Background: an optimization exercise with open tools, aiming at small area, a short achievable clock period and few clock cycles per item. Do not read the settings as production practice.
The RTL was checked by simulation tests, not by an equivalence proof against the original design.
Power is estimated from default activity; no workload was simulated.

[design/flow/config.mk]
export PLATFORM = sky130hd
export DESIGN_NAME = byte_range_header_parser_core
export DESIGN_NICKNAME = byte_range_header_parser_core
export VERILOG_FILES = /design/flow/design.v
export SDC_FILE = /design/flow/constraint.sdc
export NUM_CORES = 4
export LEC_CHECK = 0
export CAP_MARGIN = 20
export CORE_MARGIN = 2
export CORE_UTILIZATION = 40
export SLEW_MARGIN = 20
[design/flow/constraint.sdc]
create_clock -name core_clock -period 13.0 [get_ports {clock}]
set_input_delay 2.6000 -clock core_clock [delete_from_list [all_inputs] [get_ports {clock}]]
set_output_delay 2.6000 -clock core_clock [all_outputs]
set_load 0.01 [all_outputs]
[design/flow/design.v]
package brhp_pkg;
   localparam int FILE_SIZE_BITS  = 48;
   localparam int SUM_BITS        = 51;
   localparam int RANGE_NUM_BITS  = 3;
   localparam int FOUND_BITS      = 4;
   localparam int BYTE_BITS       = 8;
   localparam int RSP_DATA_BITS   = 160;
   localparam int DEFAULT_MAX_RANGE_COUNT = 8;
   localparam int DEFAULT_OFFSET_BITS     = 48;
   localparam logic [BYTE_BITS-1:0] CHAR_COMMA = 8'h2C;
   localparam logic [BYTE_BITS-1:0] CHAR_DASH  = 8'h2D;
   localparam logic [BYTE_BITS-1:0] CHAR_CR    = 8'h0D;
   localparam logic [BYTE_BITS-1:0] CHAR_LF    = 8'h0A;
   localparam logic [BYTE_BITS-1:0] CHAR_SPACE = 8'h20;
   localparam logic [BYTE_BITS-1:0] CHAR_TAB   = 8'h09;
   localparam logic [BYTE_BITS-1:0] CHAR_ZERO  = 8'h30;
   localparam logic [BYTE_BITS-1:0] CHAR_NINE  = 8'h39;
   localparam logic [7:0] PHASE_START  = 8'b0000_0001;
   localparam logic [7:0] PHASE_LEAD   = 8'b0000_0010;
   localparam logic [7:0] PHASE_FIRST  = 8'b0000_0100;
   localparam logic [7:0] PHASE_SUFFIX = 8'b0000_1000;
   localparam logic [7:0] PHASE_SECOND = 8'b0001_0000;
   localparam logic [7:0] PHASE_TRAIL  = 8'b0010_0000;
   localparam logic [7:0] PHASE_CR     = 8'b0100_0000;
   localparam logic [7:0] PHASE_DONE   = 8'b1000_0000;
   function automatic logic is_digit(input logic [BYTE_BITS-1:0] c);
      is_digit = (c >= CHAR_ZERO) && (c <= CHAR_NINE);
   endfunction
   function automatic logic is_blank(input logic [BYTE_BITS-1:0] c);
      is_blank = (c == CHAR_SPACE) || (c == CHAR_TAB);
   endfunction
endpackage
import brhp_pkg::*;
module brhp_range_calc #(
   parameter int OFFSET_BITS = brhp_pkg::DEFAULT_OFFSET_BITS
) (
   input  logic                                is_suffix,
   input  logic                                has_second,
   input  logic [OFFSET_BITS-1:0]              first_num,
   input  logic [OFFSET_BITS-1:0]              second_num,
   input  logic [brhp_pkg::FILE_SIZE_BITS-1:0] file_size,
   input  logic [brhp_pkg::SUM_BITS-1:0]       sum_cur,
   output logic                                range_ok,
   output logic [brhp_pkg::FILE_SIZE_BITS-1:0] range_start,
   output logic [brhp_pkg::FILE_SIZE_BITS-1:0] range_end,
   output logic [brhp_pkg::SUM_BITS-1:0]       sum_next
);
   localparam int CMP_BITS = (OFFSET_BITS > FILE_SIZE_BITS) ? OFFSET_BITS : FILE_SIZE_BITS;
   localparam int ADD_BITS = ((CMP_BITS > SUM_BITS) ? CMP_BITS : SUM_BITS) + 1;
   localparam logic [SUM_BITS-1:0] SUM_MAX = {SUM_BITS{1'b1}};
   logic [CMP_BITS-1:0] fs_ext;
   logic [CMP_BITS-1:0] a_ext;
   logic [CMP_BITS-1:0] b_ext;
   logic [CMP_BITS-1:0] s_val;
   logic [CMP_BITS-1:0] e_val;
   logic [CMP_BITS-1:0] len_val;
   logic [ADD_BITS-1:0] total;
   assign fs_ext = CMP_BITS'(file_size);
   assign a_ext  = CMP_BITS'(first_num);
   assign b_ext  = CMP_BITS'(second_num);
   always_comb begin
      if (is_suffix) begin
         range_ok = has_second && (b_ext <= fs_ext);
         s_val    = fs_ext - b_ext;
         e_val    = fs_ext;
      end else begin
         range_ok = (a_ext < fs_ext) && (!has_second || ((b_ext <= fs_ext) && (a_ext < b_ext)));
         s_val    = a_ext;
         e_val    = has_second ? b_ext : fs_ext;
      end
   end
   assign len_val  = e_val - s_val;
   assign total    = ADD_BITS'(sum_cur) + ADD_BITS'(len_val);
   assign sum_next = (total > ADD_BITS'(SUM_MAX)) ? SUM_MAX : SUM_BITS'(total);
   assign range_start = FILE_SIZE_BITS'(s_val);
   assign range_end   = FILE_SIZE_BITS'(e_val);
endmodule
import brhp_pkg::*;
module byte_range_header_parser_core #(
   parameter int MAX_RANGE_COUNT = brhp_pkg::DEFAULT_MAX_RANGE_COUNT,
   parameter int OFFSET_BITS     = brhp_pkg::DEFAULT_OFFSET_BITS
) (
   input  logic                                clock,
   input  logic                                reset,
   input  logic                                req_tvalid,
   output logic                                req_tready,
   input  logic [brhp_pkg::BYTE_BITS-1:0]      req_tdata,    
   input  logic                                req_tlast,    
   output logic                                rsp_tvalid,
   input  logic                                rsp_tready,
   output logic [brhp_pkg::RSP_DATA_BITS-1:0]  rsp_tdata,
   output logic                                rsp_tlast,    
   input  logic                                csr_wr_en,
   input  logic [brhp_pkg::FILE_SIZE_BITS-1:0] csr_wr_data   
);
   localparam int CNT_BITS = $clog2(MAX_RANGE_COUNT + 1);
   localparam int ACC_BITS = OFFSET_BITS + 4;
   localparam int PAD_BITS = RSP_DATA_BITS - (2 * FILE_SIZE_BITS + RANGE_NUM_BITS + SUM_BITS
                                              + FOUND_BITS + 1);
   logic [FILE_SIZE_BITS-1:0] file_size_ff;
   logic                 in_valid_ff, in_valid_in;
   logic [BYTE_BITS-1:0] in_byte_ff;
   logic                 in_last_ff;
   logic                     out_valid_ff, out_valid_in;
   logic [RSP_DATA_BITS-1:0] out_data_ff, out_data_in;
   logic                     out_last_ff;
   logic [7:0] phase_ff, phase_in;
   logic [OFFSET_BITS-1:0] first_ff, first_in;
   logic [OFFSET_BITS-1:0] second_ff, second_in;
   logic [1:0]             dseen_ff, dseen_in;
   logic [CNT_BITS-1:0]    count_ff, count_in;
   logic [SUM_BITS-1:0]    sum_ff, sum_in;
   logic                   err_ff, err_in;
   logic req_accept;
   logic advance;
   logic emit;
   logic                   c_digit, c_blank, c_term;
   logic [3:0]             dval;
   logic [OFFSET_BITS-1:0] acc_src;
   logic [ACC_BITS-1:0]    acc_wide;
   logic                   acc_ovf;
   logic [OFFSET_BITS-1:0] acc_val;
   logic [7:0] ph_mid;
   logic [OFFSET_BITS-1:0] first_mid, second_mid;
   logic [1:0]             dseen_mid;
   logic                   err_mid;
   logic                   term_fire;
   logic                      do_complete;
   logic                      range_ok;
   logic [FILE_SIZE_BITS-1:0] range_start, range_end;
   logic [SUM_BITS-1:0]       sum_next;
   logic                      got;
   logic                      end_byte;
   logic [7:0] ph_c;
   logic [OFFSET_BITS-1:0] first_c, second_c;
   logic [1:0]             dseen_c;
   logic [CNT_BITS-1:0]    count_c;
   logic [SUM_BITS-1:0]    sum_c;
   logic                   err_c;
   assign req_accept = req_tvalid && req_tready;
   assign advance    = in_valid_ff && (!out_valid_ff || rsp_tready);
   assign req_tready = !in_valid_ff || advance;
   assign in_valid_in  = req_accept ? 1'b1 : (advance ? 1'b0 : in_valid_ff);
   assign out_valid_in = advance ? emit : (rsp_tready ? 1'b0 : out_valid_ff);
   assign c_digit  = (in_byte_ff >= CHAR_ZERO) && (in_byte_ff <= CHAR_NINE);
   assign c_blank  = (in_byte_ff == CHAR_SPACE) || (in_byte_ff == CHAR_TAB);
   assign c_term   = c_blank || (in_byte_ff == CHAR_COMMA) || (in_byte_ff == CHAR_CR);
   assign dval     = in_byte_ff[3:0];
   assign acc_src  = (phase_ff == PHASE_FIRST) ? first_ff : second_ff;
   assign acc_wide = (ACC_BITS'(acc_src) << 3) + (ACC_BITS'(acc_src) << 1) + ACC_BITS'(dval);
   assign acc_ovf  = |acc_wide[ACC_BITS-1:OFFSET_BITS];
   assign acc_val  = acc_wide[OFFSET_BITS-1:0];
   always_comb begin
      ph_mid     = phase_ff;
      first_mid  = first_ff;
      second_mid = second_ff;
      dseen_mid  = dseen_ff;
      err_mid    = err_ff;
      term_fire  = 1'b0;
      if (!err_ff) begin
         case (phase_ff)
            PHASE_START, PHASE_LEAD: begin
               if (c_blank && (phase_ff == PHASE_LEAD)) begin
                  ph_mid = phase_ff;
               end else if (c_digit) begin
                  first_mid = OFFSET_BITS'(dval);
                  dseen_mid = 2'b01;
                  ph_mid    = PHASE_FIRST;
               end else if (in_byte_ff == CHAR_DASH) begin
                  second_mid = '0;
                  dseen_mid  = 2'b00;
                  ph_mid     = PHASE_SUFFIX;
               end else begin
                  err_mid = 1'b1;
               end
            end
            PHASE_FIRST: begin
               if (c_digit) begin
                  if (acc_ovf) err_mid = 1'b1;
                  else first_mid = acc_val;
               end else if (in_byte_ff == CHAR_DASH) begin
                  second_mid = '0;
                  ph_mid     = PHASE_SECOND;
               end else begin
                  err_mid = 1'b1;
               end
            end
            PHASE_SUFFIX, PHASE_SECOND: begin
               if (c_digit) begin
                  if (acc_ovf) err_mid = 1'b1;
                  else second_mid = acc_val;
                  dseen_mid = dseen_ff | 2'b10;
               end else if (c_term) begin
                  term_fire = 1'b1;
               end else begin
                  err_mid = 1'b1;
               end
            end
            PHASE_TRAIL: begin
               ph_mid = phase_ff;     
            end
            PHASE_CR: begin
               if (in_byte_ff == CHAR_LF) ph_mid = PHASE_DONE;
               else err_mid = 1'b1;
            end
            default: begin
               err_mid = 1'b1;
            end
         endcase
      end
   end
   assign do_complete = !err_mid && (term_fire || (in_last_ff &&
                        ((ph_mid == PHASE_SUFFIX) || (ph_mid == PHASE_SECOND))));
   brhp_range_calc #(
      .OFFSET_BITS (OFFSET_BITS)
   ) u_range_calc (
      .is_suffix   (ph_mid == PHASE_SUFFIX),
      .has_second  (dseen_mid[1]),
      .first_num   (first_mid),
      .second_num  (second_mid),
      .file_size   (file_size_ff),
      .sum_cur     (sum_ff),
      .range_ok    (range_ok),
      .range_start (range_start),
      .range_end   (range_end),
      .sum_next    (sum_next)
   );
   always_comb begin
      ph_c     = ph_mid;
      first_c  = first_mid;
      second_c = second_mid;
      dseen_c  = dseen_mid;
      count_c  = count_ff;
      sum_c    = sum_ff;
      err_c    = err_mid;
      got      = 1'b0;
      if (do_complete) begin
         if (range_ok) begin
            got     = 1'b1;
            count_c = count_ff + 1'b1;
            sum_c   = sum_next;
            ph_c    = PHASE_TRAIL;
         end else begin
            err_c = 1'b1;
         end
      end
      end_byte = !err_c && (((phase_ff == PHASE_TRAIL) && !err_ff) || (term_fire && got));
      if (end_byte) begin
         if (c_blank) begin
            ph_c = PHASE_TRAIL;
         end else if (in_byte_ff == CHAR_COMMA) begin
            if (count_c >= CNT_BITS'(MAX_RANGE_COUNT)) begin
               err_c = 1'b1;
            end else begin
               ph_c     = PHASE_LEAD;
               first_c  = '0;
               second_c = '0;
               dseen_c  = 2'b00;
            end
         end else if (in_byte_ff == CHAR_CR) begin
            ph_c = PHASE_CR;
         end else begin
            err_c = 1'b1;
         end
      end
      if (in_last_ff && !err_c &&
          ((ph_c == PHASE_START) || (ph_c == PHASE_LEAD) || (ph_c == PHASE_FIRST))) begin
         err_c = 1'b1;
      end
   end
   assign emit = got || in_last_ff;
   assign out_data_in = {
      {PAD_BITS{1'b0}},
      err_c,
      FOUND_BITS'(count_c),
      sum_c,
      got ? count_ff[RANGE_NUM_BITS-1:0] : {RANGE_NUM_BITS{1'b0}},
      got ? range_end : {FILE_SIZE_BITS{1'b0}},
      got ? range_start : {FILE_SIZE_BITS{1'b0}}
   };
   always_comb begin
      if (in_last_ff) begin
         phase_in  = PHASE_START;
         first_in  = '0;
         second_in = '0;
         dseen_in  = 2'b00;
         count_in  = '0;
         sum_in    = '0;
         err_in    = 1'b0;
      end else begin
         phase_in  = ph_c;
         first_in  = first_c;
         second_in = second_c;
         dseen_in  = dseen_c;
         count_in  = count_c;
         sum_in    = sum_c;
         err_in    = err_c;
      end
   end
   always_ff @(posedge clock) begin
      if (reset) begin
         file_size_ff <= '0;
         in_valid_ff  <= 1'b0;
         out_valid_ff <= 1'b0;
         phase_ff     <= PHASE_START;
         first_ff     <= '0;
         second_ff    <= '0;
         dseen_ff     <= 2'b00;
         count_ff     <= '0;
         sum_ff       <= '0;
         err_ff       <= 1'b0;
      end else begin
         if (csr_wr_en) file_size_ff <= csr_wr_data;
         in_valid_ff  <= in_valid_in;
         out_valid_ff <= out_valid_in;
         if (advance) begin
            phase_ff  <= phase_in;
            first_ff  <= first_in;
            second_ff <= second_in;
            dseen_ff  <= dseen_in;
            count_ff  <= count_in;
            sum_ff    <= sum_in;
            err_ff    <= err_in;
         end
      end
   end
   always_ff @(posedge clock) begin
      if (req_accept) begin
         in_byte_ff <= req_tdata;
         in_last_ff <= req_tlast;
      end
      if (advance) begin
         out_data_ff <= out_data_in;
         out_last_ff <= in_last_ff;
      end
   end
   assign rsp_tvalid = out_valid_ff;
   assign rsp_tdata  = out_data_ff;
   assign rsp_tlast  = out_last_ff;
endmodule
[design/flow/run.sh]
#!/bin/bash
# synth_recipe.tcl (not shown) runs the flow's synth.tcl, then flattens the netlist and writes it again
# the make line also repeats each setting of config.mk as NAME=value (left out here)
make -C /OpenROAD-flow-scripts/flow DESIGN_CONFIG=/design/flow/config.mk WORK_HOME=/design/flow/orfs CLKGATE_MAP_FILE= SYNTH_SCRIPT=/design/flow/synth_recipe.tcl finish
==> qor.txt <==
Status - no timing/DRC/antenna violations
Hold Startpoint - dseen_ff[1]$_SDFFE_PP0P_
Slowest stage cell, crit path - fa_1
Worst Tran Pin Value - 1.20 ns
WHS Path Cells - 2
Netlist cell types - 109
Slowest Stage Delay on Critical Path - 0.54 ns
PortBufs - 219
Clock Skew - 0.0425 ns
CP Max Fanout - 4
Worst hold path class - flip-flop to flip-flop
Power Density - 92.1 nW/µm²
Max Cap Violations - 0
Largest area contributor in the netlist - edfxtp_1
Final Slew Violations - 0
GRT overflow - 0
Arr. time, crit path - 12.79 ns
Crit path from - phase_ff[6]$_SDFFE_PP0P_
CTS hold repair buffers - 0
Clock root buffer - clkbuf_16
Mean Syn Cell Area - 8.14 µm²
DP Worst Slack - -0.0910 ns
First-pass GRT wire length - 158000 µm
Starting Density - 0.404
IO Pins - 225
Post-route cell area - 36100 µm²
Synth warnings - 2
Iteration-0 DRC Markers - 2505
Area Overhead vs Synth - 20.0%
Ratio of cells with drive above 1 in the final layout - 0.0968
Top FF cell, synth - dfxtp_1
Die Span X - 278 µm
Required time worst endpoint - 13.36 ns
Commonest cells in the netlist - nand2_1, nor2_1, ha_1
Vias/cell - 5.79
Register area share after synthesis - 0.305
Final net count - 4360
Minimum clock period - 12.42 ns
Post-synth EDFFs - 165
Total CTS buffers - 47
Average wire per standard cell - 21.0 µm
Antenna Diode Count - 0
CTS clk-pin slew, worst paths - 0.06 ns
Top post-synthesis cells by area - edfxtp_1, dfxtp_1, ha_1
Placer Congestion - 1.00
Via Count - 28800
Largest net degree at the start of global routing - 91
H-Tree Level Count - 2
Most frequent CP cell - nand2_1
Placement Cell Area - 34100 µm²
R2R cell count - 59
DRC - 0
Hpwl dp - 81500 µm
Post-Layout Cell Count - 4966
WS Path Type - flip-flop to flip-flop
Placed insts - 4871
# setup viols final - 0
Total leakage power - 0.0154 µW
Clk latency of the worst-skew pair - 0.62 ns
Clock sinks - 376
Core ar. - 74400 µm²
Cell area after synthesis - 30100 µm²
FFs w/ async S/R, synth - 0
Initial antenna violation count - 3
VDD IR-drop max - 0.0000961 V
First-pass iteration count of the detailed router - 6
Worst setup SP type - flip-flop
Fmax - 80.5 MHz
Yosys top cell area share - 0.165
Row cnt - 100
Clock Tree Buf Depth - 3
Final worst-path cycle share - 0.955
CTS tree - built
Launching point of the worst reg2reg path - phase_ff[6]$_SDFFE_PP0P_
Final wirelength - 104000 µm
Die area - 77500 µm²
Fin. Hold Viols - 0
Flip-flop and latch count after synthesis - 376
Setup TNS Final - 0 ns
CP endpoint kind - flip-flop
PnR worst setup slack - 0.579 ns
Vias in the first global route - 26800
Total GRT Usage - 0.260
DIE HEIGHT - 278 µm
Slew HR - 0.196
Post-Syn Instances - 3696
Routed Antenna Nets - 0
Count leader, synth - nand2_1
-- metrics by stage --
| stage | util | power [µW] | hold WS (ns) |
|---|---|---|---|
| 6_report | 0.485 | 3320 | 0.487 |
| 5_1_grt | 0.485 | 3460 | 0.510 |
| 4_1_cts | 0.480 | 3330 | 0.483 |
| 3_5_place_dp | 0.458 | 1960 | 0.475 |
| 3_3_place_gp | 0.458 | 1960 | 0.461 |
| 2_1_floorplan | - | 1750 | 0.449 |
-- final cells by class --
type                            instances  area [µm²]
Fill cell                            7194       38300
Multi-Input combinational cell       3030       20100
Sequential cell                       376        9180
Timing Repair Buffer                  400        3610
Clock buffer                           59        1280
Tap cell                              969        1210
Inverter                              103         392
Clock inverter                         29         315
-- sequential cells by signal, indices dropped and copies added (netlist names) --
signal        flops
rsp_tdata       155
out_last_ff       1
sum_ff           51
err_ff            1
in_last_ff        1
in_valid_ff       1
second_ff        48
dseen_ff          1
count_ff          4
file_size_ff     48
in_byte_ff        8
out_valid_ff      1
first_ff         48
phase_ff          8
-- worst paths after layout --
check / end / slack [ns]
worst max register to register: rsp_tdata[145]$_DFFE_PP_ / 0.58
worst min register to register: dseen_ff[1]$_SDFFE_PP0P_ / 0.49
worst min-delay path: dseen_ff[1]$_SDFFE_PP0P_ / 0.49
worst max-delay path: rsp_tdata[145]$_DFFE_PP_ / 0.58
-- routing by layer --
metal	global-route usage	up-vias	routed length [µm]	part of all wire
met2	0.415	1001	46200	0.44
met4	0.0482	2	1880	0.018
met3	0.0324	118	7140	0.068
met5	0	-	8	0.000077
li1	-	14000	-	-
met1	0.378	13700	49100	0.47
-- where the power goes --
| part | switching [µW] | leakage [µW] | internal, µW |
|---|---|---|---|
| registers | 25.6 | 0.00328 | 1260 |
| clock network | 577 | 0.000761 | 789 |
| logic | 383 | 0.0114 | 289 |
| total | 985 | 0.0154 | 2340 |
-- critical path: cells and delay by family (launching register included) --
kind                     cells  cell delay [ns]
multiplexers                 1             0.27
flip-flops                   1             0.33
buffers and inverters        4             0.45
AO/OA/AOI/OAI               29             6.41
XOR/XNOR                     3             0.48
adder cells (fa/ha/maj)      7             2.41
AND/OR/NAND/NOR             15             1.81
-- logic make-up after synthesis --
family,Yosys count,synth area share
xor+xnor,171,0.0498
buf+inv,294,0.0400
simple gates,1345,0.205
compound gates,1089,0.230
other cells,1,0.000125
flops,376,0.305
fa+ha+maj,342,0.143
mux,78,0.0268
-- cell usage in the layout, fill, tap and decap left out, types with 59 or more instances in the layout --
cell and instances:
nand2_1 472, nor2_1 406, ha_1 327, o21ai_0 295
a21oi_1 281, clkdlybuf4s50_1 217, dfxtp_1 211, buf_4 174
edfxtp_1 165, a21o_1 132, xnor2_1 112, inv_1 102
nor3_1 98, a22oi_1 69, and3_1 61, mux2i_1 61
xor2_1 59
-- timing repair --
item,CTS,global route
endpoints found under the setup margin,17,102
gates resized for setup,3,82
pin swaps,0,21
setup buffers,0,6
gates cloned,0,1
Testbench counts, summed over its fixed seeds: cycles 49,104, bytes 48,723.

==> re-timing with driven ports <==
The flow's constraints put no driver on any port. The routed layout listed below was extracted and timed again, unchanged, in two steps.
Step 1, drivers: a clkbuf_16 drives clock and a buf_2 each remaining input, both assumed.
Step 2 adds t to the input delays and takes it off the output delays; t is the mean of the earliest and latest rising clock arrival at the registers after step 1. Input paths then give back, and output paths get back, about the clock's delay inside the block.
Slacks: no drivers / after step 1 / after step 2; pairs: no drivers / after step 1.
shift t [ns]: 0.669
setup slack, ns: 0.579 / 0.579 / 0.579
worst setup path after step 2: register to register
After both steps this run still meets setup and hold. For this run, drivers alone change the setup slack by 0.000 ns; drivers and shift together by 0.000 ns.
